From an optimization exercise on the open Yosys and OpenROAD flow, aimed at small area, a short achievable clock period and few clock cycles per item; shortcuts taken in it are not production practice. Function was checked by simulation only, so behaviour that the tests miss may differ from the original. Power and IR drop assume default switching activity.

## run.sh

```bash
#!/bin/bash
# synth_recipe.tcl (not shown) runs the flow's synth.tcl, then flattens the netlist and writes it again
# the make line also repeats each setting of config.mk as NAME=value (left out here)
make -C /OpenROAD-flow-scripts/flow DESIGN_CONFIG=/design/flow/config.mk WORK_HOME=/design/flow/orfs CLKGATE_MAP_FILE= SYNTH_SCRIPT=/design/flow/synth_recipe.tcl finish
```

## config.mk

```make
export PLATFORM = sky130hd
export DESIGN_NAME = hash_search
export DESIGN_NICKNAME = hash_search
export VERILOG_FILES = /design/flow/design.v
export SDC_FILE = /design/flow/constraint.sdc
export NUM_CORES = 4
export LEC_CHECK = 0
export CAP_MARGIN = 20
export CELL_PAD_IN_SITES_DETAIL_PLACEMENT = 1
export CELL_PAD_IN_SITES_GLOBAL_PLACEMENT = 2
export CORE_MARGIN = 2
export CORE_UTILIZATION = 50
export PLACE_DENSITY = 0.62
export SETUP_SLACK_MARGIN = 5
export SLEW_MARGIN = 20
```

## constraint.sdc

```tcl
create_clock -name core_clock -period 10.0 [get_ports {clk}]
set_input_delay 2.0000 -clock core_clock [delete_from_list [all_inputs] [get_ports {clk}]]
set_output_delay 2.0000 -clock core_clock [all_outputs]
set_load 0.01 [all_outputs]
```

## design.v

```verilog
`default_nettype none
package hash_search_pkg;
    localparam int pattern_w    = 8;
    localparam int nibble_w     = 4;
    localparam int bucket_count = 16;
    localparam int bucket_slots = 16;
    localparam int fill_w       = 5;     
    localparam int row_w        = nibble_w * bucket_slots;
    localparam int key_w        = 5;     
    localparam int elem_w       = key_w + nibble_w;
    localparam int list_w       = 3 * elem_w;
endpackage
`default_nettype wire
`timescale 1ns/10ps
`default_nettype none
module bucket_index (
    input  logic                                    clk,
    input  logic                                    reset,
    input  logic                                    store_write,
    input  logic [hash_search_pkg::pattern_w-1:0]   write_data,
    input  logic [hash_search_pkg::pattern_w-1:0]   read_key,
    output logic [hash_search_pkg::row_w-1:0]       row_lo,
    output logic [hash_search_pkg::row_w-1:0]       row_hi,
    output logic [hash_search_pkg::fill_w-1:0]      fill_lo,
    output logic [hash_search_pkg::fill_w-1:0]      fill_hi
);
    localparam int nb = hash_search_pkg::bucket_count;
    localparam int rw = hash_search_pkg::row_w;
    localparam int fw = hash_search_pkg::fill_w;
    logic [nb-1:0][rw-1:0] tab_lo;
    logic [nb-1:0][rw-1:0] tab_hi;
    logic [nb-1:0][fw-1:0] cnt_lo;
    logic [nb-1:0][fw-1:0] cnt_hi;
    logic [nb-1:0]         we_lo;
    logic [nb-1:0]         we_hi;
    always_comb
    begin
        for (int b = 0; b < nb; b++)
        begin
            we_lo[b] = store_write && (write_data[3:0] == b) && !cnt_lo[b][fw-1];
            we_hi[b] = store_write && (write_data[7:4] == b) && !cnt_hi[b][fw-1];
        end
    end
    always_ff @(posedge clk)
    begin
        for (int b = 0; b < nb; b++)
        begin
            if (we_lo[b])
            begin
                tab_lo[b] <= {tab_lo[b][rw-5:0], write_data[7:4]};
            end
            if (we_hi[b])
            begin
                tab_hi[b] <= {tab_hi[b][rw-5:0], write_data[3:0]};
            end
        end
    end
    always_ff @(posedge clk)
    begin
        for (int b = 0; b < nb; b++)
        begin
            if (reset || we_lo[b])
            begin
                cnt_lo[b] <= reset ? '0 : cnt_lo[b] + 1'b1;
            end
            if (reset || we_hi[b])
            begin
                cnt_hi[b] <= reset ? '0 : cnt_hi[b] + 1'b1;
            end
        end
    end
    logic [nb-1:0] sel_lo;
    logic [nb-1:0] sel_hi;
    always_comb
    begin
        row_lo  = '0;
        row_hi  = '0;
        fill_lo = '0;
        fill_hi = '0;
        for (int b = 0; b < nb; b++)
        begin
            sel_lo[b] = (read_key[3:0] == b);
            sel_hi[b] = (read_key[7:4] == b);
            row_lo    = row_lo  | ({rw{sel_lo[b]}} & tab_lo[b]);
            row_hi    = row_hi  | ({rw{sel_hi[b]}} & tab_hi[b]);
            fill_lo   = fill_lo | ({fw{sel_lo[b]}} & cnt_lo[b]);
            fill_hi   = fill_hi | ({fw{sel_hi[b]}} & cnt_hi[b]);
        end
    end
endmodule
`default_nettype wire
`timescale 1ns/10ps
`default_nettype none
module distance_rank #(
    parameter bit skip_same = 1'b0     
) (
    input  logic [hash_search_pkg::row_w-1:0]     row,
    input  logic [hash_search_pkg::fill_w-1:0]    fill,
    input  logic                                  extra_valid,
    input  logic [hash_search_pkg::nibble_w-1:0]  extra_diff,
    output logic [hash_search_pkg::list_w-1:0]    best
);
    localparam int kw = hash_search_pkg::key_w;
    localparam int ew = hash_search_pkg::elem_w;
    function automatic logic [ew-1:0] elem(input logic valid, input logic [3:0] x);
        logic [4:0] t;
        t[0] = |x;
        t[1] = (x[0] & x[1]) | (x[0] & x[2]) | (x[0] & x[3]) | (x[1] & x[2]) | (x[1] & x[3]) | (x[2] & x[3]);
        t[2] = (x[0] & x[1] & x[2]) | (x[0] & x[1] & x[3]) | (x[0] & x[2] & x[3]) | (x[1] & x[2] & x[3]);
        t[3] = &x;
        t[4] = 1'b0;
        if (!valid || (skip_same && !t[0]))
        begin
            t = '1;
        end
        elem = {t, x};
    endfunction
    function automatic logic beats(input logic [ew-1:0] b, input logic [ew-1:0] a);
        beats = |(a[ew-1:ew-kw] & ~b[ew-1:ew-kw]);
    endfunction
    logic [ew-1:0] item [17];     
    always_comb
    begin
        for (int k = 0; k < 16; k++)
        begin
            item[k] = elem((15 - k) < fill, row[4*(15-k) +: 4]);
        end
        item[16] = elem(extra_valid, extra_diff);
    end
    logic [3:0] ga0_0;
    logic [3:0] ga0_1;
    logic [3:0] ga0_2;
    logic [3:0] ga0_3;
    logic [3:0] ga0_4;
    logic [ew-1:0] grp0_0;
    logic [ew-1:0] grp0_1;
    logic [ew-1:0] grp0_2;
    logic [4:0] ga1_0;
    logic [4:0] ga1_1;
    logic [4:0] ga1_2;
    logic [4:0] ga1_3;
    logic [4:0] ga1_4;
    logic [4:0] ga1_5;
    logic [ew-1:0] grp1_0;
    logic [ew-1:0] grp1_1;
    logic [ew-1:0] grp1_2;
    logic [4:0] ga2_0;
    logic [4:0] ga2_1;
    logic [4:0] ga2_2;
    logic [4:0] ga2_3;
    logic [4:0] ga2_4;
    logic [4:0] ga2_5;
    logic [ew-1:0] grp2_0;
    logic [ew-1:0] grp2_1;
    logic [ew-1:0] grp2_2;
    always_comb
    begin
        ga0_0[0] = beats(item[1], item[0]);
        ga0_0[1] = beats(item[2], item[0]);
        ga0_0[2] = beats(item[3], item[0]);
        ga0_0[3] = beats(item[4], item[0]);
        ga0_1[0] = !beats(item[1], item[0]);
        ga0_1[1] = beats(item[2], item[1]);
        ga0_1[2] = beats(item[3], item[1]);
        ga0_1[3] = beats(item[4], item[1]);
        ga0_2[0] = !beats(item[2], item[0]);
        ga0_2[1] = !beats(item[2], item[1]);
        ga0_2[2] = beats(item[3], item[2]);
        ga0_2[3] = beats(item[4], item[2]);
        ga0_3[0] = !beats(item[3], item[0]);
        ga0_3[1] = !beats(item[3], item[1]);
        ga0_3[2] = !beats(item[3], item[2]);
        ga0_3[3] = beats(item[4], item[3]);
        ga0_4[0] = !beats(item[4], item[0]);
        ga0_4[1] = !beats(item[4], item[1]);
        ga0_4[2] = !beats(item[4], item[2]);
        ga0_4[3] = !beats(item[4], item[3]);
        grp0_0 = ({ew{(!ga0_0[0] & !ga0_0[1] & !ga0_0[2] & !ga0_0[3])}} & item[0])
            | ({ew{(!ga0_1[0] & !ga0_1[1] & !ga0_1[2] & !ga0_1[3])}} & item[1])
            | ({ew{(!ga0_2[0] & !ga0_2[1] & !ga0_2[2] & !ga0_2[3])}} & item[2])
            | ({ew{(!ga0_3[0] & !ga0_3[1] & !ga0_3[2] & !ga0_3[3])}} & item[3])
            | ({ew{(!ga0_4[0] & !ga0_4[1] & !ga0_4[2] & !ga0_4[3])}} & item[4]);
        grp0_1 = ({ew{(ga0_0[0] & !ga0_0[1] & !ga0_0[2] & !ga0_0[3]) | (!ga0_0[0] & ga0_0[1] & !ga0_0[2] & !ga0_0[3]) | (!ga0_0[0] & !ga0_0[1] & ga0_0[2] & !ga0_0[3]) | (!ga0_0[0] & !ga0_0[1] & !ga0_0[2] & ga0_0[3])}} & item[0])
            | ({ew{(ga0_1[0] & !ga0_1[1] & !ga0_1[2] & !ga0_1[3]) | (!ga0_1[0] & ga0_1[1] & !ga0_1[2] & !ga0_1[3]) | (!ga0_1[0] & !ga0_1[1] & ga0_1[2] & !ga0_1[3]) | (!ga0_1[0] & !ga0_1[1] & !ga0_1[2] & ga0_1[3])}} & item[1])
            | ({ew{(ga0_2[0] & !ga0_2[1] & !ga0_2[2] & !ga0_2[3]) | (!ga0_2[0] & ga0_2[1] & !ga0_2[2] & !ga0_2[3]) | (!ga0_2[0] & !ga0_2[1] & ga0_2[2] & !ga0_2[3]) | (!ga0_2[0] & !ga0_2[1] & !ga0_2[2] & ga0_2[3])}} & item[2])
            | ({ew{(ga0_3[0] & !ga0_3[1] & !ga0_3[2] & !ga0_3[3]) | (!ga0_3[0] & ga0_3[1] & !ga0_3[2] & !ga0_3[3]) | (!ga0_3[0] & !ga0_3[1] & ga0_3[2] & !ga0_3[3]) | (!ga0_3[0] & !ga0_3[1] & !ga0_3[2] & ga0_3[3])}} & item[3])
            | ({ew{(ga0_4[0] & !ga0_4[1] & !ga0_4[2] & !ga0_4[3]) | (!ga0_4[0] & ga0_4[1] & !ga0_4[2] & !ga0_4[3]) | (!ga0_4[0] & !ga0_4[1] & ga0_4[2] & !ga0_4[3]) | (!ga0_4[0] & !ga0_4[1] & !ga0_4[2] & ga0_4[3])}} & item[4]);
        grp0_2 = ({ew{(ga0_0[0] & ga0_0[1] & !ga0_0[2] & !ga0_0[3]) | (ga0_0[0] & !ga0_0[1] & ga0_0[2] & !ga0_0[3]) | (ga0_0[0] & !ga0_0[1] & !ga0_0[2] & ga0_0[3]) | (!ga0_0[0] & ga0_0[1] & ga0_0[2] & !ga0_0[3]) | (!ga0_0[0] & ga0_0[1] & !ga0_0[2] & ga0_0[3]) | (!ga0_0[0] & !ga0_0[1] & ga0_0[2] & ga0_0[3])}} & item[0])
            | ({ew{(ga0_1[0] & ga0_1[1] & !ga0_1[2] & !ga0_1[3]) | (ga0_1[0] & !ga0_1[1] & ga0_1[2] & !ga0_1[3]) | (ga0_1[0] & !ga0_1[1] & !ga0_1[2] & ga0_1[3]) | (!ga0_1[0] & ga0_1[1] & ga0_1[2] & !ga0_1[3]) | (!ga0_1[0] & ga0_1[1] & !ga0_1[2] & ga0_1[3]) | (!ga0_1[0] & !ga0_1[1] & ga0_1[2] & ga0_1[3])}} & item[1])
            | ({ew{(ga0_2[0] & ga0_2[1] & !ga0_2[2] & !ga0_2[3]) | (ga0_2[0] & !ga0_2[1] & ga0_2[2] & !ga0_2[3]) | (ga0_2[0] & !ga0_2[1] & !ga0_2[2] & ga0_2[3]) | (!ga0_2[0] & ga0_2[1] & ga0_2[2] & !ga0_2[3]) | (!ga0_2[0] & ga0_2[1] & !ga0_2[2] & ga0_2[3]) | (!ga0_2[0] & !ga0_2[1] & ga0_2[2] & ga0_2[3])}} & item[2])
            | ({ew{(ga0_3[0] & ga0_3[1] & !ga0_3[2] & !ga0_3[3]) | (ga0_3[0] & !ga0_3[1] & ga0_3[2] & !ga0_3[3]) | (ga0_3[0] & !ga0_3[1] & !ga0_3[2] & ga0_3[3]) | (!ga0_3[0] & ga0_3[1] & ga0_3[2] & !ga0_3[3]) | (!ga0_3[0] & ga0_3[1] & !ga0_3[2] & ga0_3[3]) | (!ga0_3[0] & !ga0_3[1] & ga0_3[2] & ga0_3[3])}} & item[3])
            | ({ew{(ga0_4[0] & ga0_4[1] & !ga0_4[2] & !ga0_4[3]) | (ga0_4[0] & !ga0_4[1] & ga0_4[2] & !ga0_4[3]) | (ga0_4[0] & !ga0_4[1] & !ga0_4[2] & ga0_4[3]) | (!ga0_4[0] & ga0_4[1] & ga0_4[2] & !ga0_4[3]) | (!ga0_4[0] & ga0_4[1] & !ga0_4[2] & ga0_4[3]) | (!ga0_4[0] & !ga0_4[1] & ga0_4[2] & ga0_4[3])}} & item[4]);
        ga1_0[0] = beats(item[6], item[5]);
        ga1_0[1] = beats(item[7], item[5]);
        ga1_0[2] = beats(item[8], item[5]);
        ga1_0[3] = beats(item[9], item[5]);
        ga1_0[4] = beats(item[10], item[5]);
        ga1_1[0] = !beats(item[6], item[5]);
        ga1_1[1] = beats(item[7], item[6]);
        ga1_1[2] = beats(item[8], item[6]);
        ga1_1[3] = beats(item[9], item[6]);
        ga1_1[4] = beats(item[10], item[6]);
        ga1_2[0] = !beats(item[7], item[5]);
        ga1_2[1] = !beats(item[7], item[6]);
        ga1_2[2] = beats(item[8], item[7]);
        ga1_2[3] = beats(item[9], item[7]);
        ga1_2[4] = beats(item[10], item[7]);
        ga1_3[0] = !beats(item[8], item[5]);
        ga1_3[1] = !beats(item[8], item[6]);
        ga1_3[2] = !beats(item[8], item[7]);
        ga1_3[3] = beats(item[9], item[8]);
        ga1_3[4] = beats(item[10], item[8]);
        ga1_4[0] = !beats(item[9], item[5]);
        ga1_4[1] = !beats(item[9], item[6]);
        ga1_4[2] = !beats(item[9], item[7]);
        ga1_4[3] = !beats(item[9], item[8]);
        ga1_4[4] = beats(item[10], item[9]);
        ga1_5[0] = !beats(item[10], item[5]);
        ga1_5[1] = !beats(item[10], item[6]);
        ga1_5[2] = !beats(item[10], item[7]);
        ga1_5[3] = !beats(item[10], item[8]);
        ga1_5[4] = !beats(item[10], item[9]);
        grp1_0 = ({ew{(!ga1_0[0] & !ga1_0[1] & !ga1_0[2] & !ga1_0[3] & !ga1_0[4])}} & item[5])
            | ({ew{(!ga1_1[0] & !ga1_1[1] & !ga1_1[2] & !ga1_1[3] & !ga1_1[4])}} & item[6])
            | ({ew{(!ga1_2[0] & !ga1_2[1] & !ga1_2[2] & !ga1_2[3] & !ga1_2[4])}} & item[7])
            | ({ew{(!ga1_3[0] & !ga1_3[1] & !ga1_3[2] & !ga1_3[3] & !ga1_3[4])}} & item[8])
            | ({ew{(!ga1_4[0] & !ga1_4[1] & !ga1_4[2] & !ga1_4[3] & !ga1_4[4])}} & item[9])
            | ({ew{(!ga1_5[0] & !ga1_5[1] & !ga1_5[2] & !ga1_5[3] & !ga1_5[4])}} & item[10]);
        grp1_1 = ({ew{(ga1_0[0] & !ga1_0[1] & !ga1_0[2] & !ga1_0[3] & !ga1_0[4]) | (!ga1_0[0] & ga1_0[1] & !ga1_0[2] & !ga1_0[3] & !ga1_0[4]) | (!ga1_0[0] & !ga1_0[1] & ga1_0[2] & !ga1_0[3] & !ga1_0[4]) | (!ga1_0[0] & !ga1_0[1] & !ga1_0[2] & ga1_0[3] & !ga1_0[4]) | (!ga1_0[0] & !ga1_0[1] & !ga1_0[2] & !ga1_0[3] & ga1_0[4])}} & item[5])
            | ({ew{(ga1_1[0] & !ga1_1[1] & !ga1_1[2] & !ga1_1[3] & !ga1_1[4]) | (!ga1_1[0] & ga1_1[1] & !ga1_1[2] & !ga1_1[3] & !ga1_1[4]) | (!ga1_1[0] & !ga1_1[1] & ga1_1[2] & !ga1_1[3] & !ga1_1[4]) | (!ga1_1[0] & !ga1_1[1] & !ga1_1[2] & ga1_1[3] & !ga1_1[4]) | (!ga1_1[0] & !ga1_1[1] & !ga1_1[2] & !ga1_1[3] & ga1_1[4])}} & item[6])
            | ({ew{(ga1_2[0] & !ga1_2[1] & !ga1_2[2] & !ga1_2[3] & !ga1_2[4]) | (!ga1_2[0] & ga1_2[1] & !ga1_2[2] & !ga1_2[3] & !ga1_2[4]) | (!ga1_2[0] & !ga1_2[1] & ga1_2[2] & !ga1_2[3] & !ga1_2[4]) | (!ga1_2[0] & !ga1_2[1] & !ga1_2[2] & ga1_2[3] & !ga1_2[4]) | (!ga1_2[0] & !ga1_2[1] & !ga1_2[2] & !ga1_2[3] & ga1_2[4])}} & item[7])
            | ({ew{(ga1_3[0] & !ga1_3[1] & !ga1_3[2] & !ga1_3[3] & !ga1_3[4]) | (!ga1_3[0] & ga1_3[1] & !ga1_3[2] & !ga1_3[3] & !ga1_3[4]) | (!ga1_3[0] & !ga1_3[1] & ga1_3[2] & !ga1_3[3] & !ga1_3[4]) | (!ga1_3[0] & !ga1_3[1] & !ga1_3[2] & ga1_3[3] & !ga1_3[4]) | (!ga1_3[0] & !ga1_3[1] & !ga1_3[2] & !ga1_3[3] & ga1_3[4])}} & item[8])
            | ({ew{(ga1_4[0] & !ga1_4[1] & !ga1_4[2] & !ga1_4[3] & !ga1_4[4]) | (!ga1_4[0] & ga1_4[1] & !ga1_4[2] & !ga1_4[3] & !ga1_4[4]) | (!ga1_4[0] & !ga1_4[1] & ga1_4[2] & !ga1_4[3] & !ga1_4[4]) | (!ga1_4[0] & !ga1_4[1] & !ga1_4[2] & ga1_4[3] & !ga1_4[4]) | (!ga1_4[0] & !ga1_4[1] & !ga1_4[2] & !ga1_4[3] & ga1_4[4])}} & item[9])
            | ({ew{(ga1_5[0] & !ga1_5[1] & !ga1_5[2] & !ga1_5[3] & !ga1_5[4]) | (!ga1_5[0] & ga1_5[1] & !ga1_5[2] & !ga1_5[3] & !ga1_5[4]) | (!ga1_5[0] & !ga1_5[1] & ga1_5[2] & !ga1_5[3] & !ga1_5[4]) | (!ga1_5[0] & !ga1_5[1] & !ga1_5[2] & ga1_5[3] & !ga1_5[4]) | (!ga1_5[0] & !ga1_5[1] & !ga1_5[2] & !ga1_5[3] & ga1_5[4])}} & item[10]);
        grp1_2 = ({ew{(ga1_0[0] & ga1_0[1] & !ga1_0[2] & !ga1_0[3] & !ga1_0[4]) | (ga1_0[0] & !ga1_0[1] & ga1_0[2] & !ga1_0[3] & !ga1_0[4]) | (ga1_0[0] & !ga1_0[1] & !ga1_0[2] & ga1_0[3] & !ga1_0[4]) | (ga1_0[0] & !ga1_0[1] & !ga1_0[2] & !ga1_0[3] & ga1_0[4]) | (!ga1_0[0] & ga1_0[1] & ga1_0[2] & !ga1_0[3] & !ga1_0[4]) | (!ga1_0[0] & ga1_0[1] & !ga1_0[2] & ga1_0[3] & !ga1_0[4]) | (!ga1_0[0] & ga1_0[1] & !ga1_0[2] & !ga1_0[3] & ga1_0[4]) | (!ga1_0[0] & !ga1_0[1] & ga1_0[2] & ga1_0[3] & !ga1_0[4]) | (!ga1_0[0] & !ga1_0[1] & ga1_0[2] & !ga1_0[3] & ga1_0[4]) | (!ga1_0[0] & !ga1_0[1] & !ga1_0[2] & ga1_0[3] & ga1_0[4])}} & item[5])
            | ({ew{(ga1_1[0] & ga1_1[1] & !ga1_1[2] & !ga1_1[3] & !ga1_1[4]) | (ga1_1[0] & !ga1_1[1] & ga1_1[2] & !ga1_1[3] & !ga1_1[4]) | (ga1_1[0] & !ga1_1[1] & !ga1_1[2] & ga1_1[3] & !ga1_1[4]) | (ga1_1[0] & !ga1_1[1] & !ga1_1[2] & !ga1_1[3] & ga1_1[4]) | (!ga1_1[0] & ga1_1[1] & ga1_1[2] & !ga1_1[3] & !ga1_1[4]) | (!ga1_1[0] & ga1_1[1] & !ga1_1[2] & ga1_1[3] & !ga1_1[4]) | (!ga1_1[0] & ga1_1[1] & !ga1_1[2] & !ga1_1[3] & ga1_1[4]) | (!ga1_1[0] & !ga1_1[1] & ga1_1[2] & ga1_1[3] & !ga1_1[4]) | (!ga1_1[0] & !ga1_1[1] & ga1_1[2] & !ga1_1[3] & ga1_1[4]) | (!ga1_1[0] & !ga1_1[1] & !ga1_1[2] & ga1_1[3] & ga1_1[4])}} & item[6])
            | ({ew{(ga1_2[0] & ga1_2[1] & !ga1_2[2] & !ga1_2[3] & !ga1_2[4]) | (ga1_2[0] & !ga1_2[1] & ga1_2[2] & !ga1_2[3] & !ga1_2[4]) | (ga1_2[0] & !ga1_2[1] & !ga1_2[2] & ga1_2[3] & !ga1_2[4]) | (ga1_2[0] & !ga1_2[1] & !ga1_2[2] & !ga1_2[3] & ga1_2[4]) | (!ga1_2[0] & ga1_2[1] & ga1_2[2] & !ga1_2[3] & !ga1_2[4]) | (!ga1_2[0] & ga1_2[1] & !ga1_2[2] & ga1_2[3] & !ga1_2[4]) | (!ga1_2[0] & ga1_2[1] & !ga1_2[2] & !ga1_2[3] & ga1_2[4]) | (!ga1_2[0] & !ga1_2[1] & ga1_2[2] & ga1_2[3] & !ga1_2[4]) | (!ga1_2[0] & !ga1_2[1] & ga1_2[2] & !ga1_2[3] & ga1_2[4]) | (!ga1_2[0] & !ga1_2[1] & !ga1_2[2] & ga1_2[3] & ga1_2[4])}} & item[7])
            | ({ew{(ga1_3[0] & ga1_3[1] & !ga1_3[2] & !ga1_3[3] & !ga1_3[4]) | (ga1_3[0] & !ga1_3[1] & ga1_3[2] & !ga1_3[3] & !ga1_3[4]) | (ga1_3[0] & !ga1_3[1] & !ga1_3[2] & ga1_3[3] & !ga1_3[4]) | (ga1_3[0] & !ga1_3[1] & !ga1_3[2] & !ga1_3[3] & ga1_3[4]) | (!ga1_3[0] & ga1_3[1] & ga1_3[2] & !ga1_3[3] & !ga1_3[4]) | (!ga1_3[0] & ga1_3[1] & !ga1_3[2] & ga1_3[3] & !ga1_3[4]) | (!ga1_3[0] & ga1_3[1] & !ga1_3[2] & !ga1_3[3] & ga1_3[4]) | (!ga1_3[0] & !ga1_3[1] & ga1_3[2] & ga1_3[3] & !ga1_3[4]) | (!ga1_3[0] & !ga1_3[1] & ga1_3[2] & !ga1_3[3] & ga1_3[4]) | (!ga1_3[0] & !ga1_3[1] & !ga1_3[2] & ga1_3[3] & ga1_3[4])}} & item[8])
            | ({ew{(ga1_4[0] & ga1_4[1] & !ga1_4[2] & !ga1_4[3] & !ga1_4[4]) | (ga1_4[0] & !ga1_4[1] & ga1_4[2] & !ga1_4[3] & !ga1_4[4]) | (ga1_4[0] & !ga1_4[1] & !ga1_4[2] & ga1_4[3] & !ga1_4[4]) | (ga1_4[0] & !ga1_4[1] & !ga1_4[2] & !ga1_4[3] & ga1_4[4]) | (!ga1_4[0] & ga1_4[1] & ga1_4[2] & !ga1_4[3] & !ga1_4[4]) | (!ga1_4[0] & ga1_4[1] & !ga1_4[2] & ga1_4[3] & !ga1_4[4]) | (!ga1_4[0] & ga1_4[1] & !ga1_4[2] & !ga1_4[3] & ga1_4[4]) | (!ga1_4[0] & !ga1_4[1] & ga1_4[2] & ga1_4[3] & !ga1_4[4]) | (!ga1_4[0] & !ga1_4[1] & ga1_4[2] & !ga1_4[3] & ga1_4[4]) | (!ga1_4[0] & !ga1_4[1] & !ga1_4[2] & ga1_4[3] & ga1_4[4])}} & item[9])
            | ({ew{(ga1_5[0] & ga1_5[1] & !ga1_5[2] & !ga1_5[3] & !ga1_5[4]) | (ga1_5[0] & !ga1_5[1] & ga1_5[2] & !ga1_5[3] & !ga1_5[4]) | (ga1_5[0] & !ga1_5[1] & !ga1_5[2] & ga1_5[3] & !ga1_5[4]) | (ga1_5[0] & !ga1_5[1] & !ga1_5[2] & !ga1_5[3] & ga1_5[4]) | (!ga1_5[0] & ga1_5[1] & ga1_5[2] & !ga1_5[3] & !ga1_5[4]) | (!ga1_5[0] & ga1_5[1] & !ga1_5[2] & ga1_5[3] & !ga1_5[4]) | (!ga1_5[0] & ga1_5[1] & !ga1_5[2] & !ga1_5[3] & ga1_5[4]) | (!ga1_5[0] & !ga1_5[1] & ga1_5[2] & ga1_5[3] & !ga1_5[4]) | (!ga1_5[0] & !ga1_5[1] & ga1_5[2] & !ga1_5[3] & ga1_5[4]) | (!ga1_5[0] & !ga1_5[1] & !ga1_5[2] & ga1_5[3] & ga1_5[4])}} & item[10]);
        ga2_0[0] = beats(item[12], item[11]);
        ga2_0[1] = beats(item[13], item[11]);
        ga2_0[2] = beats(item[14], item[11]);
        ga2_0[3] = beats(item[15], item[11]);
        ga2_0[4] = beats(item[16], item[11]);
        ga2_1[0] = !beats(item[12], item[11]);
        ga2_1[1] = beats(item[13], item[12]);
        ga2_1[2] = beats(item[14], item[12]);
        ga2_1[3] = beats(item[15], item[12]);
        ga2_1[4] = beats(item[16], item[12]);
        ga2_2[0] = !beats(item[13], item[11]);
        ga2_2[1] = !beats(item[13], item[12]);
        ga2_2[2] = beats(item[14], item[13]);
        ga2_2[3] = beats(item[15], item[13]);
        ga2_2[4] = beats(item[16], item[13]);
        ga2_3[0] = !beats(item[14], item[11]);
        ga2_3[1] = !beats(item[14], item[12]);
        ga2_3[2] = !beats(item[14], item[13]);
        ga2_3[3] = beats(item[15], item[14]);
        ga2_3[4] = beats(item[16], item[14]);
        ga2_4[0] = !beats(item[15], item[11]);
        ga2_4[1] = !beats(item[15], item[12]);
        ga2_4[2] = !beats(item[15], item[13]);
        ga2_4[3] = !beats(item[15], item[14]);
        ga2_4[4] = beats(item[16], item[15]);
        ga2_5[0] = !beats(item[16], item[11]);
        ga2_5[1] = !beats(item[16], item[12]);
        ga2_5[2] = !beats(item[16], item[13]);
        ga2_5[3] = !beats(item[16], item[14]);
        ga2_5[4] = !beats(item[16], item[15]);
        grp2_0 = ({ew{(!ga2_0[0] & !ga2_0[1] & !ga2_0[2] & !ga2_0[3] & !ga2_0[4])}} & item[11])
            | ({ew{(!ga2_1[0] & !ga2_1[1] & !ga2_1[2] & !ga2_1[3] & !ga2_1[4])}} & item[12])
            | ({ew{(!ga2_2[0] & !ga2_2[1] & !ga2_2[2] & !ga2_2[3] & !ga2_2[4])}} & item[13])
            | ({ew{(!ga2_3[0] & !ga2_3[1] & !ga2_3[2] & !ga2_3[3] & !ga2_3[4])}} & item[14])
            | ({ew{(!ga2_4[0] & !ga2_4[1] & !ga2_4[2] & !ga2_4[3] & !ga2_4[4])}} & item[15])
            | ({ew{(!ga2_5[0] & !ga2_5[1] & !ga2_5[2] & !ga2_5[3] & !ga2_5[4])}} & item[16]);
        grp2_1 = ({ew{(ga2_0[0] & !ga2_0[1] & !ga2_0[2] & !ga2_0[3] & !ga2_0[4]) | (!ga2_0[0] & ga2_0[1] & !ga2_0[2] & !ga2_0[3] & !ga2_0[4]) | (!ga2_0[0] & !ga2_0[1] & ga2_0[2] & !ga2_0[3] & !ga2_0[4]) | (!ga2_0[0] & !ga2_0[1] & !ga2_0[2] & ga2_0[3] & !ga2_0[4]) | (!ga2_0[0] & !ga2_0[1] & !ga2_0[2] & !ga2_0[3] & ga2_0[4])}} & item[11])
            | ({ew{(ga2_1[0] & !ga2_1[1] & !ga2_1[2] & !ga2_1[3] & !ga2_1[4]) | (!ga2_1[0] & ga2_1[1] & !ga2_1[2] & !ga2_1[3] & !ga2_1[4]) | (!ga2_1[0] & !ga2_1[1] & ga2_1[2] & !ga2_1[3] & !ga2_1[4]) | (!ga2_1[0] & !ga2_1[1] & !ga2_1[2] & ga2_1[3] & !ga2_1[4]) | (!ga2_1[0] & !ga2_1[1] & !ga2_1[2] & !ga2_1[3] & ga2_1[4])}} & item[12])
            | ({ew{(ga2_2[0] & !ga2_2[1] & !ga2_2[2] & !ga2_2[3] & !ga2_2[4]) | (!ga2_2[0] & ga2_2[1] & !ga2_2[2] & !ga2_2[3] & !ga2_2[4]) | (!ga2_2[0] & !ga2_2[1] & ga2_2[2] & !ga2_2[3] & !ga2_2[4]) | (!ga2_2[0] & !ga2_2[1] & !ga2_2[2] & ga2_2[3] & !ga2_2[4]) | (!ga2_2[0] & !ga2_2[1] & !ga2_2[2] & !ga2_2[3] & ga2_2[4])}} & item[13])
            | ({ew{(ga2_3[0] & !ga2_3[1] & !ga2_3[2] & !ga2_3[3] & !ga2_3[4]) | (!ga2_3[0] & ga2_3[1] & !ga2_3[2] & !ga2_3[3] & !ga2_3[4]) | (!ga2_3[0] & !ga2_3[1] & ga2_3[2] & !ga2_3[3] & !ga2_3[4]) | (!ga2_3[0] & !ga2_3[1] & !ga2_3[2] & ga2_3[3] & !ga2_3[4]) | (!ga2_3[0] & !ga2_3[1] & !ga2_3[2] & !ga2_3[3] & ga2_3[4])}} & item[14])
            | ({ew{(ga2_4[0] & !ga2_4[1] & !ga2_4[2] & !ga2_4[3] & !ga2_4[4]) | (!ga2_4[0] & ga2_4[1] & !ga2_4[2] & !ga2_4[3] & !ga2_4[4]) | (!ga2_4[0] & !ga2_4[1] & ga2_4[2] & !ga2_4[3] & !ga2_4[4]) | (!ga2_4[0] & !ga2_4[1] & !ga2_4[2] & ga2_4[3] & !ga2_4[4]) | (!ga2_4[0] & !ga2_4[1] & !ga2_4[2] & !ga2_4[3] & ga2_4[4])}} & item[15])
            | ({ew{(ga2_5[0] & !ga2_5[1] & !ga2_5[2] & !ga2_5[3] & !ga2_5[4]) | (!ga2_5[0] & ga2_5[1] & !ga2_5[2] & !ga2_5[3] & !ga2_5[4]) | (!ga2_5[0] & !ga2_5[1] & ga2_5[2] & !ga2_5[3] & !ga2_5[4]) | (!ga2_5[0] & !ga2_5[1] & !ga2_5[2] & ga2_5[3] & !ga2_5[4]) | (!ga2_5[0] & !ga2_5[1] & !ga2_5[2] & !ga2_5[3] & ga2_5[4])}} & item[16]);
        grp2_2 = ({ew{(ga2_0[0] & ga2_0[1] & !ga2_0[2] & !ga2_0[3] & !ga2_0[4]) | (ga2_0[0] & !ga2_0[1] & ga2_0[2] & !ga2_0[3] & !ga2_0[4]) | (ga2_0[0] & !ga2_0[1] & !ga2_0[2] & ga2_0[3] & !ga2_0[4]) | (ga2_0[0] & !ga2_0[1] & !ga2_0[2] & !ga2_0[3] & ga2_0[4]) | (!ga2_0[0] & ga2_0[1] & ga2_0[2] & !ga2_0[3] & !ga2_0[4]) | (!ga2_0[0] & ga2_0[1] & !ga2_0[2] & ga2_0[3] & !ga2_0[4]) | (!ga2_0[0] & ga2_0[1] & !ga2_0[2] & !ga2_0[3] & ga2_0[4]) | (!ga2_0[0] & !ga2_0[1] & ga2_0[2] & ga2_0[3] & !ga2_0[4]) | (!ga2_0[0] & !ga2_0[1] & ga2_0[2] & !ga2_0[3] & ga2_0[4]) | (!ga2_0[0] & !ga2_0[1] & !ga2_0[2] & ga2_0[3] & ga2_0[4])}} & item[11])
            | ({ew{(ga2_1[0] & ga2_1[1] & !ga2_1[2] & !ga2_1[3] & !ga2_1[4]) | (ga2_1[0] & !ga2_1[1] & ga2_1[2] & !ga2_1[3] & !ga2_1[4]) | (ga2_1[0] & !ga2_1[1] & !ga2_1[2] & ga2_1[3] & !ga2_1[4]) | (ga2_1[0] & !ga2_1[1] & !ga2_1[2] & !ga2_1[3] & ga2_1[4]) | (!ga2_1[0] & ga2_1[1] & ga2_1[2] & !ga2_1[3] & !ga2_1[4]) | (!ga2_1[0] & ga2_1[1] & !ga2_1[2] & ga2_1[3] & !ga2_1[4]) | (!ga2_1[0] & ga2_1[1] & !ga2_1[2] & !ga2_1[3] & ga2_1[4]) | (!ga2_1[0] & !ga2_1[1] & ga2_1[2] & ga2_1[3] & !ga2_1[4]) | (!ga2_1[0] & !ga2_1[1] & ga2_1[2] & !ga2_1[3] & ga2_1[4]) | (!ga2_1[0] & !ga2_1[1] & !ga2_1[2] & ga2_1[3] & ga2_1[4])}} & item[12])
            | ({ew{(ga2_2[0] & ga2_2[1] & !ga2_2[2] & !ga2_2[3] & !ga2_2[4]) | (ga2_2[0] & !ga2_2[1] & ga2_2[2] & !ga2_2[3] & !ga2_2[4]) | (ga2_2[0] & !ga2_2[1] & !ga2_2[2] & ga2_2[3] & !ga2_2[4]) | (ga2_2[0] & !ga2_2[1] & !ga2_2[2] & !ga2_2[3] & ga2_2[4]) | (!ga2_2[0] & ga2_2[1] & ga2_2[2] & !ga2_2[3] & !ga2_2[4]) | (!ga2_2[0] & ga2_2[1] & !ga2_2[2] & ga2_2[3] & !ga2_2[4]) | (!ga2_2[0] & ga2_2[1] & !ga2_2[2] & !ga2_2[3] & ga2_2[4]) | (!ga2_2[0] & !ga2_2[1] & ga2_2[2] & ga2_2[3] & !ga2_2[4]) | (!ga2_2[0] & !ga2_2[1] & ga2_2[2] & !ga2_2[3] & ga2_2[4]) | (!ga2_2[0] & !ga2_2[1] & !ga2_2[2] & ga2_2[3] & ga2_2[4])}} & item[13])
            | ({ew{(ga2_3[0] & ga2_3[1] & !ga2_3[2] & !ga2_3[3] & !ga2_3[4]) | (ga2_3[0] & !ga2_3[1] & ga2_3[2] & !ga2_3[3] & !ga2_3[4]) | (ga2_3[0] & !ga2_3[1] & !ga2_3[2] & ga2_3[3] & !ga2_3[4]) | (ga2_3[0] & !ga2_3[1] & !ga2_3[2] & !ga2_3[3] & ga2_3[4]) | (!ga2_3[0] & ga2_3[1] & ga2_3[2] & !ga2_3[3] & !ga2_3[4]) | (!ga2_3[0] & ga2_3[1] & !ga2_3[2] & ga2_3[3] & !ga2_3[4]) | (!ga2_3[0] & ga2_3[1] & !ga2_3[2] & !ga2_3[3] & ga2_3[4]) | (!ga2_3[0] & !ga2_3[1] & ga2_3[2] & ga2_3[3] & !ga2_3[4]) | (!ga2_3[0] & !ga2_3[1] & ga2_3[2] & !ga2_3[3] & ga2_3[4]) | (!ga2_3[0] & !ga2_3[1] & !ga2_3[2] & ga2_3[3] & ga2_3[4])}} & item[14])
            | ({ew{(ga2_4[0] & ga2_4[1] & !ga2_4[2] & !ga2_4[3] & !ga2_4[4]) | (ga2_4[0] & !ga2_4[1] & ga2_4[2] & !ga2_4[3] & !ga2_4[4]) | (ga2_4[0] & !ga2_4[1] & !ga2_4[2] & ga2_4[3] & !ga2_4[4]) | (ga2_4[0] & !ga2_4[1] & !ga2_4[2] & !ga2_4[3] & ga2_4[4]) | (!ga2_4[0] & ga2_4[1] & ga2_4[2] & !ga2_4[3] & !ga2_4[4]) | (!ga2_4[0] & ga2_4[1] & !ga2_4[2] & ga2_4[3] & !ga2_4[4]) | (!ga2_4[0] & ga2_4[1] & !ga2_4[2] & !ga2_4[3] & ga2_4[4]) | (!ga2_4[0] & !ga2_4[1] & ga2_4[2] & ga2_4[3] & !ga2_4[4]) | (!ga2_4[0] & !ga2_4[1] & ga2_4[2] & !ga2_4[3] & ga2_4[4]) | (!ga2_4[0] & !ga2_4[1] & !ga2_4[2] & ga2_4[3] & ga2_4[4])}} & item[15])
            | ({ew{(ga2_5[0] & ga2_5[1] & !ga2_5[2] & !ga2_5[3] & !ga2_5[4]) | (ga2_5[0] & !ga2_5[1] & ga2_5[2] & !ga2_5[3] & !ga2_5[4]) | (ga2_5[0] & !ga2_5[1] & !ga2_5[2] & ga2_5[3] & !ga2_5[4]) | (ga2_5[0] & !ga2_5[1] & !ga2_5[2] & !ga2_5[3] & ga2_5[4]) | (!ga2_5[0] & ga2_5[1] & ga2_5[2] & !ga2_5[3] & !ga2_5[4]) | (!ga2_5[0] & ga2_5[1] & !ga2_5[2] & ga2_5[3] & !ga2_5[4]) | (!ga2_5[0] & ga2_5[1] & !ga2_5[2] & !ga2_5[3] & ga2_5[4]) | (!ga2_5[0] & !ga2_5[1] & ga2_5[2] & ga2_5[3] & !ga2_5[4]) | (!ga2_5[0] & !ga2_5[1] & ga2_5[2] & !ga2_5[3] & ga2_5[4]) | (!ga2_5[0] & !ga2_5[1] & !ga2_5[2] & ga2_5[3] & ga2_5[4])}} & item[16]);
    end
    logic [2:0] f0_0_1;
    logic [2:0] f0_0_2;
    logic [2:0] f0_1_1;
    logic [2:0] f0_1_2;
    logic [2:0] f0_2_1;
    logic [2:0] f0_2_2;
    logic [2:0] f1_0_0;
    logic [2:0] f1_0_2;
    logic [2:0] f1_1_0;
    logic [2:0] f1_1_2;
    logic [2:0] f1_2_0;
    logic [2:0] f1_2_2;
    logic [2:0] f2_0_0;
    logic [2:0] f2_0_1;
    logic [2:0] f2_1_0;
    logic [2:0] f2_1_1;
    logic [2:0] f2_2_0;
    logic [2:0] f2_2_1;
    logic [ew-1:0] o [3];
    always_comb
    begin
        f0_0_1[0] = beats(grp1_0, grp0_0);
        f0_0_1[1] = beats(grp1_1, grp0_0);
        f0_0_1[2] = beats(grp1_2, grp0_0);
        f0_0_2[0] = beats(grp2_0, grp0_0);
        f0_0_2[1] = beats(grp2_1, grp0_0);
        f0_0_2[2] = beats(grp2_2, grp0_0);
        f0_1_1[0] = beats(grp1_0, grp0_1);
        f0_1_1[1] = beats(grp1_1, grp0_1);
        f0_1_1[2] = beats(grp1_2, grp0_1);
        f0_1_2[0] = beats(grp2_0, grp0_1);
        f0_1_2[1] = beats(grp2_1, grp0_1);
        f0_1_2[2] = beats(grp2_2, grp0_1);
        f0_2_1[0] = beats(grp1_0, grp0_2);
        f0_2_1[1] = beats(grp1_1, grp0_2);
        f0_2_1[2] = beats(grp1_2, grp0_2);
        f0_2_2[0] = beats(grp2_0, grp0_2);
        f0_2_2[1] = beats(grp2_1, grp0_2);
        f0_2_2[2] = beats(grp2_2, grp0_2);
        f1_0_0[0] = !beats(grp1_0, grp0_0);
        f1_0_0[1] = !beats(grp1_0, grp0_1);
        f1_0_0[2] = !beats(grp1_0, grp0_2);
        f1_0_2[0] = beats(grp2_0, grp1_0);
        f1_0_2[1] = beats(grp2_1, grp1_0);
        f1_0_2[2] = beats(grp2_2, grp1_0);
        f1_1_0[0] = !beats(grp1_1, grp0_0);
        f1_1_0[1] = !beats(grp1_1, grp0_1);
        f1_1_0[2] = !beats(grp1_1, grp0_2);
        f1_1_2[0] = beats(grp2_0, grp1_1);
        f1_1_2[1] = beats(grp2_1, grp1_1);
        f1_1_2[2] = beats(grp2_2, grp1_1);
        f1_2_0[0] = !beats(grp1_2, grp0_0);
        f1_2_0[1] = !beats(grp1_2, grp0_1);
        f1_2_0[2] = !beats(grp1_2, grp0_2);
        f1_2_2[0] = beats(grp2_0, grp1_2);
        f1_2_2[1] = beats(grp2_1, grp1_2);
        f1_2_2[2] = beats(grp2_2, grp1_2);
        f2_0_0[0] = !beats(grp2_0, grp0_0);
        f2_0_0[1] = !beats(grp2_0, grp0_1);
        f2_0_0[2] = !beats(grp2_0, grp0_2);
        f2_0_1[0] = !beats(grp2_0, grp1_0);
        f2_0_1[1] = !beats(grp2_0, grp1_1);
        f2_0_1[2] = !beats(grp2_0, grp1_2);
        f2_1_0[0] = !beats(grp2_1, grp0_0);
        f2_1_0[1] = !beats(grp2_1, grp0_1);
        f2_1_0[2] = !beats(grp2_1, grp0_2);
        f2_1_1[0] = !beats(grp2_1, grp1_0);
        f2_1_1[1] = !beats(grp2_1, grp1_1);
        f2_1_1[2] = !beats(grp2_1, grp1_2);
        f2_2_0[0] = !beats(grp2_2, grp0_0);
        f2_2_0[1] = !beats(grp2_2, grp0_1);
        f2_2_0[2] = !beats(grp2_2, grp0_2);
        f2_2_1[0] = !beats(grp2_2, grp1_0);
        f2_2_1[1] = !beats(grp2_2, grp1_1);
        f2_2_1[2] = !beats(grp2_2, grp1_2);
        o[0] = ({ew{(!f0_0_1[0] & !f0_0_2[0])}} & grp0_0)
            | ({ew{(!f1_0_0[0] & !f1_0_2[0])}} & grp1_0)
            | ({ew{(!f2_0_0[0] & !f2_0_1[0])}} & grp2_0);
        o[1] = ({ew{(!f0_0_1[0] & (f0_0_2[0] & !f0_0_2[1])) | ((f0_0_1[0] & !f0_0_1[1]) & !f0_0_2[0])}} & grp0_0)
            | ({ew{(!f0_1_1[0] & !f0_1_2[0])}} & grp0_1)
            | ({ew{(!f1_0_0[0] & (f1_0_2[0] & !f1_0_2[1])) | ((f1_0_0[0] & !f1_0_0[1]) & !f1_0_2[0])}} & grp1_0)
            | ({ew{(!f1_1_0[0] & !f1_1_2[0])}} & grp1_1)
            | ({ew{(!f2_0_0[0] & (f2_0_1[0] & !f2_0_1[1])) | ((f2_0_0[0] & !f2_0_0[1]) & !f2_0_1[0])}} & grp2_0)
            | ({ew{(!f2_1_0[0] & !f2_1_1[0])}} & grp2_1);
        o[2] = ({ew{(!f0_0_1[0] & (f0_0_2[1] & !f0_0_2[2])) | ((f0_0_1[0] & !f0_0_1[1]) & (f0_0_2[0] & !f0_0_2[1])) | ((f0_0_1[1] & !f0_0_1[2]) & !f0_0_2[0])}} & grp0_0)
            | ({ew{(!f0_1_1[0] & (f0_1_2[0] & !f0_1_2[1])) | ((f0_1_1[0] & !f0_1_1[1]) & !f0_1_2[0])}} & grp0_1)
            | ({ew{(!f0_2_1[0] & !f0_2_2[0])}} & grp0_2)
            | ({ew{(!f1_0_0[0] & (f1_0_2[1] & !f1_0_2[2])) | ((f1_0_0[0] & !f1_0_0[1]) & (f1_0_2[0] & !f1_0_2[1])) | ((f1_0_0[1] & !f1_0_0[2]) & !f1_0_2[0])}} & grp1_0)
            | ({ew{(!f1_1_0[0] & (f1_1_2[0] & !f1_1_2[1])) | ((f1_1_0[0] & !f1_1_0[1]) & !f1_1_2[0])}} & grp1_1)
            | ({ew{(!f1_2_0[0] & !f1_2_2[0])}} & grp1_2)
            | ({ew{(!f2_0_0[0] & (f2_0_1[1] & !f2_0_1[2])) | ((f2_0_0[0] & !f2_0_0[1]) & (f2_0_1[0] & !f2_0_1[1])) | ((f2_0_0[1] & !f2_0_0[2]) & !f2_0_1[0])}} & grp2_0)
            | ({ew{(!f2_1_0[0] & (f2_1_1[0] & !f2_1_1[1])) | ((f2_1_0[0] & !f2_1_0[1]) & !f2_1_1[0])}} & grp2_1)
            | ({ew{(!f2_2_0[0] & !f2_2_1[0])}} & grp2_2);
    end
    assign best = {o[2], o[1], o[0]};
endmodule
`default_nettype wire
`timescale 1ns/10ps
`default_nettype none
module hash_search (
    input  logic                                  clk,
    input  logic                                  reset,
    input  logic                                  load_valid,
    input  logic [hash_search_pkg::pattern_w-1:0] load_data,
    input  logic                                  query_start,
    input  logic [hash_search_pkg::pattern_w-1:0] query_data,
    output logic                                  busy,
    output logic                                  done,
    output logic [1:0]                            match_count,
    output logic [hash_search_pkg::pattern_w-1:0] match0,
    output logic [hash_search_pkg::pattern_w-1:0] match1,
    output logic [hash_search_pkg::pattern_w-1:0] match2,
    output logic [3:0]                            dist0,
    output logic [3:0]                            dist1,
    output logic [3:0]                            dist2
);
    localparam int rw = hash_search_pkg::row_w;
    localparam int fw = hash_search_pkg::fill_w;
    localparam int ew = hash_search_pkg::elem_w;
    localparam int lw = hash_search_pkg::list_w;
    localparam int kw = hash_search_pkg::key_w;
    localparam int ow = kw + 8;     
    localparam int xw = ow + 4;     
    logic          busy_q;
    logic          rank_q;      
    logic          done_q;
    logic          store_full;
    logic [7:0]    store_count;
    logic          load_ok;
    logic          query_ok;
    logic          store_write;
    logic [rw-1:0] row_lo, row_hi;
    logic [fw-1:0] fill_lo, fill_hi;
    logic [rw-1:0] row_lo_q, row_hi_q;
    logic [fw-1:0] fill_lo_q, fill_hi_q;
    logic [7:0]    key_q;
    logic          extra_lo_q;     
    logic          extra_hi_q;
    logic [7:0]    extra_diff_q;   
    logic [lw-1:0] best_lo, best_hi;
    logic [lw-1:0] res_lo, res_hi;
    logic [7:0]    res_key;
    assign busy        = busy_q;
    assign done        = done_q;
    assign load_ok     = load_valid && !busy_q;
    assign query_ok    = query_start && !busy_q;
    assign store_write = load_ok && !store_full;
    always_ff @(posedge clk)
    begin
        if (reset)
        begin
            busy_q <= 1'b0;
            rank_q <= 1'b0;
            done_q <= 1'b0;
        end
        else
        begin
            busy_q <= query_ok || rank_q;
            rank_q <= query_ok;
            done_q <= rank_q;
        end
    end
    always_ff @(posedge clk)
    begin
        if (reset)
        begin
            store_count <= '0;
            store_full  <= 1'b0;
        end
        else if (store_write)
        begin
            {store_full, store_count} <= {1'b0, store_count} + 1'b1;
        end
    end
    bucket_index u_index (
        .clk         (clk),
        .reset       (reset),
        .store_write (store_write),
        .write_data  (load_data),
        .read_key    (query_data),
        .row_lo      (row_lo),
        .row_hi      (row_hi),
        .fill_lo     (fill_lo),
        .fill_hi     (fill_hi)
    );
    always_ff @(posedge clk)
    begin
        row_lo_q     <= row_lo ^ {16{query_data[7:4]}};
        row_hi_q     <= row_hi ^ {16{query_data[3:0]}};
        fill_lo_q    <= fill_lo;
        fill_hi_q    <= fill_hi;
        key_q        <= query_data;
        extra_lo_q   <= store_write && (load_data[3:0] == query_data[3:0]);
        extra_hi_q   <= store_write && (load_data[7:4] == query_data[7:4]);
        extra_diff_q <= load_data ^ query_data;
    end
    distance_rank #(.skip_same(1'b0)) u_rank_lo (
        .row         (row_lo_q),
        .fill        (fill_lo_q),
        .extra_valid (extra_lo_q && !fill_lo_q[fw-1]),
        .extra_diff  (extra_diff_q[7:4]),
        .best        (best_lo)
    );
    distance_rank #(.skip_same(1'b1)) u_rank_hi (
        .row         (row_hi_q),
        .fill        (fill_hi_q),
        .extra_valid (extra_hi_q && !fill_hi_q[fw-1]),
        .extra_diff  (extra_diff_q[3:0]),
        .best        (best_hi)
    );
    always_ff @(posedge clk)
    begin
        if (rank_q)
        begin
            res_lo  <= best_lo;
            res_hi  <= best_hi;
            res_key <= key_q;
        end
    end
    function automatic logic beats(input logic [ow-1:0] b, input logic [ow-1:0] a);
        beats = |(a[ow-1:ow-kw] & ~b[ow-1:ow-kw]);
    endfunction
    logic [ow-1:0] a0, a1, a2, b0, b1, b2;
    logic [xw-1:0] xa0, xa1, xa2, xb0, xb1, xb2, o0, o1, o2;
    logic          c00, c10, c01, c20, c11, c02;
    always_comb
    begin
        a0 = {res_lo[0+4 +: kw], res_lo[0 +: 4] ^ res_key[7:4], res_key[3:0]};
        a1 = {res_lo[9+4 +: kw], res_lo[9 +: 4] ^ res_key[7:4], res_key[3:0]};
        a2 = {res_lo[18+4 +: kw], res_lo[18 +: 4] ^ res_key[7:4], res_key[3:0]};
        b0 = {res_hi[0+4 +: kw], res_key[7:4], res_hi[0 +: 4] ^ res_key[3:0]};
        b1 = {res_hi[9+4 +: kw], res_key[7:4], res_hi[9 +: 4] ^ res_key[3:0]};
        b2 = {res_hi[18+4 +: kw], res_key[7:4], res_hi[18 +: 4] ^ res_key[3:0]};
        c00 = beats(b0, a0);
        c10 = beats(b0, a1);
        c01 = beats(b1, a0);
        c20 = beats(b0, a2);
        c11 = beats(b1, a1);
        c02 = beats(b2, a0);
        xa0 = {key_dist(a0), a0};
        xa1 = {key_dist(a1), a1};
        xa2 = {key_dist(a2), a2};
        xb0 = {key_dist(b0), b0};
        xb1 = {key_dist(b1), b1};
        xb2 = {key_dist(b2), b2};
        o0 = c00 ? xb0 : xa0;
        o1 = c00 ? (c01 ? xb1 : xa0) : (c10 ? xb0 : xa1);
        o2 = c00 ? (c01 ? (c02 ? xb2 : xa0) : (c11 ? xb1 : xa1))
                 : (c10 ? (c11 ? xb1 : xa1) : (c20 ? xb0 : xa2));
    end
    function automatic logic [3:0] key_dist(input logic [ow-1:0] e);
        key_dist = {1'b0, e[11], e[9] & !e[11], (e[8] & !e[9]) | (e[10] & !e[11])};
    endfunction
    assign match0 = o0[7:0];
    assign match1 = o1[7:0];
    assign match2 = o2[7:0];
    assign dist0  = o0[xw-1:ow];
    assign dist1  = o1[xw-1:ow];
    assign dist2  = o2[xw-1:ow];
    assign match_count = !o2[ow-1] ? 2'd3
                       : !o1[ow-1] ? 2'd2
                       : !o0[ow-1] ? 2'd1 : 2'd0;
endmodule
`default_nettype wire
```

==> impl_metrics.env, run 1 <==
export IMPL_ir_drop_mv=0.2280
export IMPL_start_util=0.5041
export IMPL_grt_start_max_net_pins=121
export IMPL_drt_iter0_drc=11389
export IMPL_postRouteAntennaNets=0
export IMPL_cts_root_buffer="clkbuf_16"
export IMPL_grt_pass1_wl_microns=599200
export IMPL_rr_worst_depth=21
export IMPL_total_leakage_power_nw=42.73
export IMPL_timing_final_crit_share=0.5297
export IMPL_holdCritPathClass="flip-flop to flip-flop"
export IMPL_dp_hpwl_microns=268900
export IMPL_fin_skew_ns=0.1296
export IMPL_yosysTopAreaCellShare=0.6214
export IMPL_worst_pin_slew_ns=1.305
export IMPL_dieArea_sq_um=223100
export IMPL_die_h_microns=472.4
export IMPL_gp_congestion=0.9712
export IMPL_drive_above_1_share=0.2396
export IMPL_synth_edff_count=2270
export IMPL_p_sw_frac=0.3914
export IMPL_intPower_w=0.02341
export IMPL_slew_violations=0
export IMPL_ctsHtreeMaxLevel=4
export IMPL_syn_area_per_cell_sq_um=13.69
export IMPL_synthToLayoutAreaGrowth_pct=19.04
export IMPL_startpoint="fill_hi_q[4]"
export IMPL_detail_route_wl_per_cell_microns=36.66
export IMPL_track_usage=0.3646
export IMPL_antenna_found_initial=18
export IMPL_cp_arrival_ns=5.87
export IMPL_startpoint_type="flip-flop"
export IMPL_timing_setup_tns_ns=0
export IMPL_syn_inst=8014
export IMPL_syn_area_sq_um=109700
export IMPL_timing_final_crit_period_ns=5.297
export IMPL_grt_pass1_vias=84528
export IMPL_outcome="complete, no violations"
export IMPL_yosysUniqueCellTypes=137
export IMPL_end_kind="flip-flop"
export IMPL_sequentialPowerShare=0.318
export IMPL_r2r_slack_ns=4.70
export IMPL_final_util=0.6001
export IMPL_r2r_end="res_hi[20]"
export IMPL_fin_nets=8498
export IMPL_placed_area_sq_um=113500
export IMPL_pwr_share_clk=0.234
export IMPL_overflow=0
export IMPL_die_w_microns=472.4
export IMPL_cts_buffer_depth=3
export IMPL_fmax_ghz=0.1888
export IMPL_cts_num_sinks=2438
export IMPL_max_slew_margin=0.1300
export IMPL_p_per_area_nw_per_um2=294.6
export IMPL_rr_startpoint="fill_hi_q[4]"
export IMPL_yosysMostFrequentCell="edfxtp_1"
export IMPL_vias_per_cell=7.271
export IMPL_cp_required_ns=10.57
export IMPL_drt_pass1_iter_count=10
export IMPL_clkTransAtPathRegs_ns=0.06
export IMPL_io_buffers=56
export IMPL_crit_type="flip-flop to flip-flop"
export IMPL_synthArstFlopShare=0
export IMPL_p_sw_w=0.01505
export IMPL_postLayoutCellArea_sq_um=130600
export IMPL_synth_top_cell_by_area="edfxtp_1"
export IMPL_ys_ff_latch=2438
export IMPL_drc=0
export IMPL_pre_cts_ws_ns=2.770
export IMPL_setup_violations=0
export IMPL_hold_viol_final=0
export IMPL_clk_latency_ns=0.94
export IMPL_stdcell_count=11511
export IMPL_setup_worst_path_end="res_hi[20]"
export IMPL_crit_fanout=6
export IMPL_synth_common_cells="edfxtp_1 (2270), a221oi_1 (612), a22o_1 (565)"
export IMPL_ys_flop_type="edfxtp_1"
export IMPL_ys_seq_area_frac=0.6521
export IMPL_synth_warnings=8
export IMPL_wl_microns=421900
export IMPL_numCtsBuffers=235
export IMPL_io_pins=60
export IMPL_coreArea_sq_um=217600
export IMPL_ys_top_cells_by_area="edfxtp_1 (62%), a221oi_1 (4.9%), a22o_1 (4.5%), dfxtp_1 (3.1%), xor2_1 (1.7%)"
export IMPL_grt_setup_unrepaired="yes"
export IMPL_rows=171
export IMPL_num_vias=83695
export IMPL_fin_ws_ns=4.703
export IMPL_tritoncts="built"
export IMPL_place_inst=10531
export IMPL_cap_violations=0
export IMPL_p_comb_frac=0.448
-- kinds of logic after synthesis --
logic type      Yosys count  share of synthesized area
flops                  2438                     0.6521
simple gates           1960                    0.09451
fa+ha+maj                63                   0.006536
xor+xnor                382                    0.03050
other cells               2                 0.00006846
mux                      25                   0.002373
buf+inv                 650                    0.02509
compound gates         2494                     0.1888
-- layout by cell type (no fill, tap or decap), types with 64 or more instances in the layout --
master,count
dfxtp_2,87
nand3_1,186
o22ai_1,64
nor2_1,298
a221oi_1,585
a22oi_1,145
clkbuf_16,240
o21ai_0,99
buf_4,604
o211ai_1,64
edfxtp_1,2270
xor2_1,216
a21oi_1,126
dfxtp_1,65
nand4_1,225
xnor2_1,146
a22o_1,564
a222oi_1,73
nand2_1,374
nor3_1,72
-- power groups by stage --
stage / registers, W / logic (W) / clock network (W)
after global routing: 0.0122 / 0.0180 / 0.00938
after detailed placement: 0.0124 / 0.0123 / 0
after global placement: 0.0123 / 0.0122 / 0
after floorplan: 0.0119 / 0.00819 / 0
after CTS: 0.0122 / 0.0152 / 0.00904
final: 0.0122 / 0.0172 / 0.00899
-- critical path: stages, from the launching register on --
cell and delay (ns):
dfxtp_4 0.43, buf_8 0.17, nor3b_4 0.06, buf_4 0.17, a31o_4 0.25, buf_4 0.15, o31ai_2 0.29, nand4_1 0.17
buf_4 0.19, buf_4 0.16, xnor2_2 0.25, nor3_1 0.10, o311ai_2 0.38, o2111ai_4 0.22, a211oi_4 0.31, buf_12 0.16
nand2_1 0.05, o211ai_1 0.23, nor2_2 0.12, a211o_4 0.38, a221o_1 0.33, a2111o_1 0.45
-- worst min path at each step --
stage / from / endpoint / slack, ns / cells after the start
finish: u_index.tab_lo[736] / u_index.tab_lo[740] / 0.35 / 0
global route: u_index.tab_lo[736] / u_index.tab_lo[740] / 0.36 / 0
CTS: u_index.tab_lo[736] / u_index.tab_lo[740] / 0.35 / 0
detailed placement: key_q[6] / res_key[6] / 0.39 / 0
global placement: key_q[6] / res_key[6] / 0.39 / 0
floorplan: key_q[0] / res_key[0] / 0.39 / 0
-- final cells by class --
class | count | area (sq um)
clock buffers | 286 | 6125
inverters | 64 | 252.7
well taps | 2854 | 3571
multi-input cells | 4938 | 40470
diodes | 8 | 20.02
flip-flops and latches | 2438 | 71700
repair buffers | 768 | 6736
clock inverters | 155 | 1704
fillers | 20248 | 87010
-- per-stage QoR --
| stage | power [W] | hold WS, ns |
|---|---|---|
| 4_1_cts | 0.03641 | 0.3544 |
| 2_1_floorplan | 0.02008 | 0.3855 |
| 5_1_grt | 0.03958 | 0.3603 |
| 3_5_place_dp | 0.02463 | 0.3902 |
| 6_report | 0.03847 | 0.3545 |
| 3_3_place_gp | 0.02456 | 0.3891 |
-- metal layers --
layer / part of all wire / routed length (microns) / vias up / track usage
met5: 0.00031 / 131 / - / 0
met4: 0.037 / 15560 / 16 / 0.1223
met3: 0.10 / 43120 / 994 / 0.07451
met2: 0.45 / 191800 / 5421 / 0.5683
met1: 0.41 / 171400 / 43143 / 0.5112
li1: - / - / 34121 / -
-- state kept, by name, indices dropped and copies added, names as in the netlist, 5 cells and up --
| name | flops |
|---|---|
| fill_lo_q | 5 |
| u_index.cnt_lo | 80 |
| fill_hi_q | 5 |
| store_count | 8 |
| u_index.tab_hi | 1024 |
| u_index.cnt_hi | 80 |
| res_lo | 27 |
| extra_diff_q | 8 |
| row_hi_q | 64 |
| res_hi | 27 |
| key_q | 8 |
| res_key | 8 |
| u_index.tab_lo | 1024 |
| row_lo_q | 64 |
-- repair_timing --
item / 4_1_cts / 5_1_grt
hold endpoints to repair: 0 / 0
setup buffers: 350 / 149
gates cloned: 14 / 11
pin swaps: 183 / 156
endpoints found under the setup margin: 84 / 86
gates resized for setup: 874 / 366
hold buffers: 0 / 0
Testbench counts, summed over its fixed seeds: cycles 8,795, queries 2,400.
==> run 2, diff against run 1 <==
--- a/config.mk
+++ b/config.mk
@@ -11,4 +11,4 @@
 export CORE_MARGIN = 2
-export CORE_UTILIZATION = 50
-export PLACE_DENSITY = 0.62
+export CORE_UTILIZATION = 65
+export PLACE_DENSITY = 0.75
 export SETUP_SLACK_MARGIN = 5
==> run 2 against run 1 <==
  * The run now fails in global routing (5_1_grt)
  * Area after synthesis unchanged
  * Synthesized cell count unchanged
==> impl_metrics.env, run 2 <==
export IMPL_syn_inst=8014
export IMPL_synth_top_cell_by_area="edfxtp_1"
export IMPL_dp_hpwl_microns=272400
export IMPL_io_pins=60
export IMPL_failed_stage="global routing (5_1_grt)"
export IMPL_ctsHtreeMaxLevel=4
export IMPL_syn_area_per_cell_sq_um=13.69
export IMPL_track_usage=0.9095
export IMPL_die_w_microns=414.8
export IMPL_cts_buffer_depth=3
export IMPL_yosysUniqueCellTypes=137
export IMPL_ys_top_cells_by_area="edfxtp_1 (62%), a221oi_1 (4.9%), a22o_1 (4.5%), dfxtp_1 (3.1%), xor2_1 (1.7%)"
export IMPL_cts_hold_buffers=0
export IMPL_syn_area_sq_um=109700
export IMPL_overflow=976
export IMPL_ys_flop_type="edfxtp_1"
export IMPL_synth_common_cells="edfxtp_1 (2270), a221oi_1 (612), a22o_1 (565)"
export IMPL_outcome="did not finish"
export IMPL_cts_root_buffer="clkbuf_16"
export IMPL_gp_congestion=1.101
export IMPL_yosysMostFrequentCell="edfxtp_1"
export IMPL_numCtsBuffers=221
export IMPL_error="[ERROR GRT-0232] Routing congestion too high. Check the congestion heatmap in the GUI."
export IMPL_cts_num_sinks=2438
export IMPL_die_h_microns=414.8
export IMPL_rows=150
export IMPL_synth_warnings=8
export IMPL_ys_ff_latch=2438
export IMPL_ys_seq_area_frac=0.6521
export IMPL_start_util=0.6552
export IMPL_io_buffers=56
export IMPL_yosysTopAreaCellShare=0.6214
export IMPL_placed_area_sq_um=112500
export IMPL_grt_start_max_net_pins=124
export IMPL_synthArstFlopShare=0
export IMPL_synth_edff_count=2270
-- run 2: cell counts after synthesis --
Identical to the previous run, type by type.
-- run 2: what timing repair did --
item	CTS
gates cloned	16
setup endpoints to repair	181
pin swaps	145
buffers inserted	316
gates resized for setup	811
-- run 2: power groups by stage --
| stage | sequential (W) | clock [W] | combinational (W) |
|---|---|---|---|
| 2_1_floorplan | 0.0119 | 0 | 0.00819 |
| 3_3_place_gp | 0.0123 | 0 | 0.0113 |
| 3_5_place_dp | 0.0123 | 0 | 0.0116 |
| 4_1_cts | 0.0122 | 0.00905 | 0.0142 |
-- run 2: layer usage --
layer,GRT usage,GRT overflow
met4,0.9112,413
met1,0.9129,101
met3,0.8542,92
met2,0.9739,338
met5,0.6457,32
-- run 2: cells by family after synthesis --
kind of cell | Yosys count | synth area share
AOI/OAI and AO/OA | 2494 | 0.1888
xor gates and xnor gates | 382 | 0.03050
adders and majority gates | 63 | 0.006536
buffers and inverters | 650 | 0.02509
DFF | 2438 | 0.6521
muxes | 25 | 0.002373
other | 2 | 0.00006846
and+or+nand+nor | 1960 | 0.09451
-- run 2: how the worst max path moves through the flow --
stage                       startpoint            endpoint  slack, ns  cells after the start
after CTS                    res_hi[7]           match1[2]       4.78                     10
after detailed placement  fill_lo_q[3]          res_lo[12]       2.80                     14
after global placement    fill_lo_q[3]          res_lo[11]       3.11                     14
after floorplan           load_data[1]  u_index.cnt_lo[20]       3.99                      4
-- run 2: per-stage QoR --
stage | hold WS, ns | setup WS [ns] | instances | util | total power, W
after floorplan | 0.3855 | 3.995 | 8017 | - | 0.02008
after detailed placement | 0.3902 | 2.804 | 9848 | 0.6718 | 0.02397
after global placement | 0.3880 | 3.109 | 9847 | 0.6717 | 0.02357
after CTS | 0.4187 | 4.781 | 10591 | 0.7498 | 0.03551

[static timing again, ports no longer ideal]
The results above use ideal ports. As a check the final layout listed here was re-extracted and re-timed, cells and wires unchanged. Step 1 (the two cells are an assumption about what drives the block):
set clk [get_ports {clk}]
set_driving_cell -lib_cell sky130_fd_sc_hd__clkbuf_16 $clk
set_driving_cell -lib_cell sky130_fd_sc_hd__buf_2 [delete_from_list [all_inputs] $clk]
Step 2 times the ports against the registers' clock, not the clock port: input delays grow and output delays shrink by t, the midpoint of the rising clock arrivals with the driver on. Three values: no drivers, after step 1, after step 2; two values: the first two.
run: run 1
t, ns: 0.960
slack for setup (ns): 4.703 / 4.703 / 4.004
worst hold slack (ns): 0.355 / 0.355 / 0.355
worst slew at a driven data input, ns: 0.18
After both steps setup and hold are still met in run 1. The setup slack of run 1 moves by 0.000 ns with the drivers and by -0.699 ns with both steps.
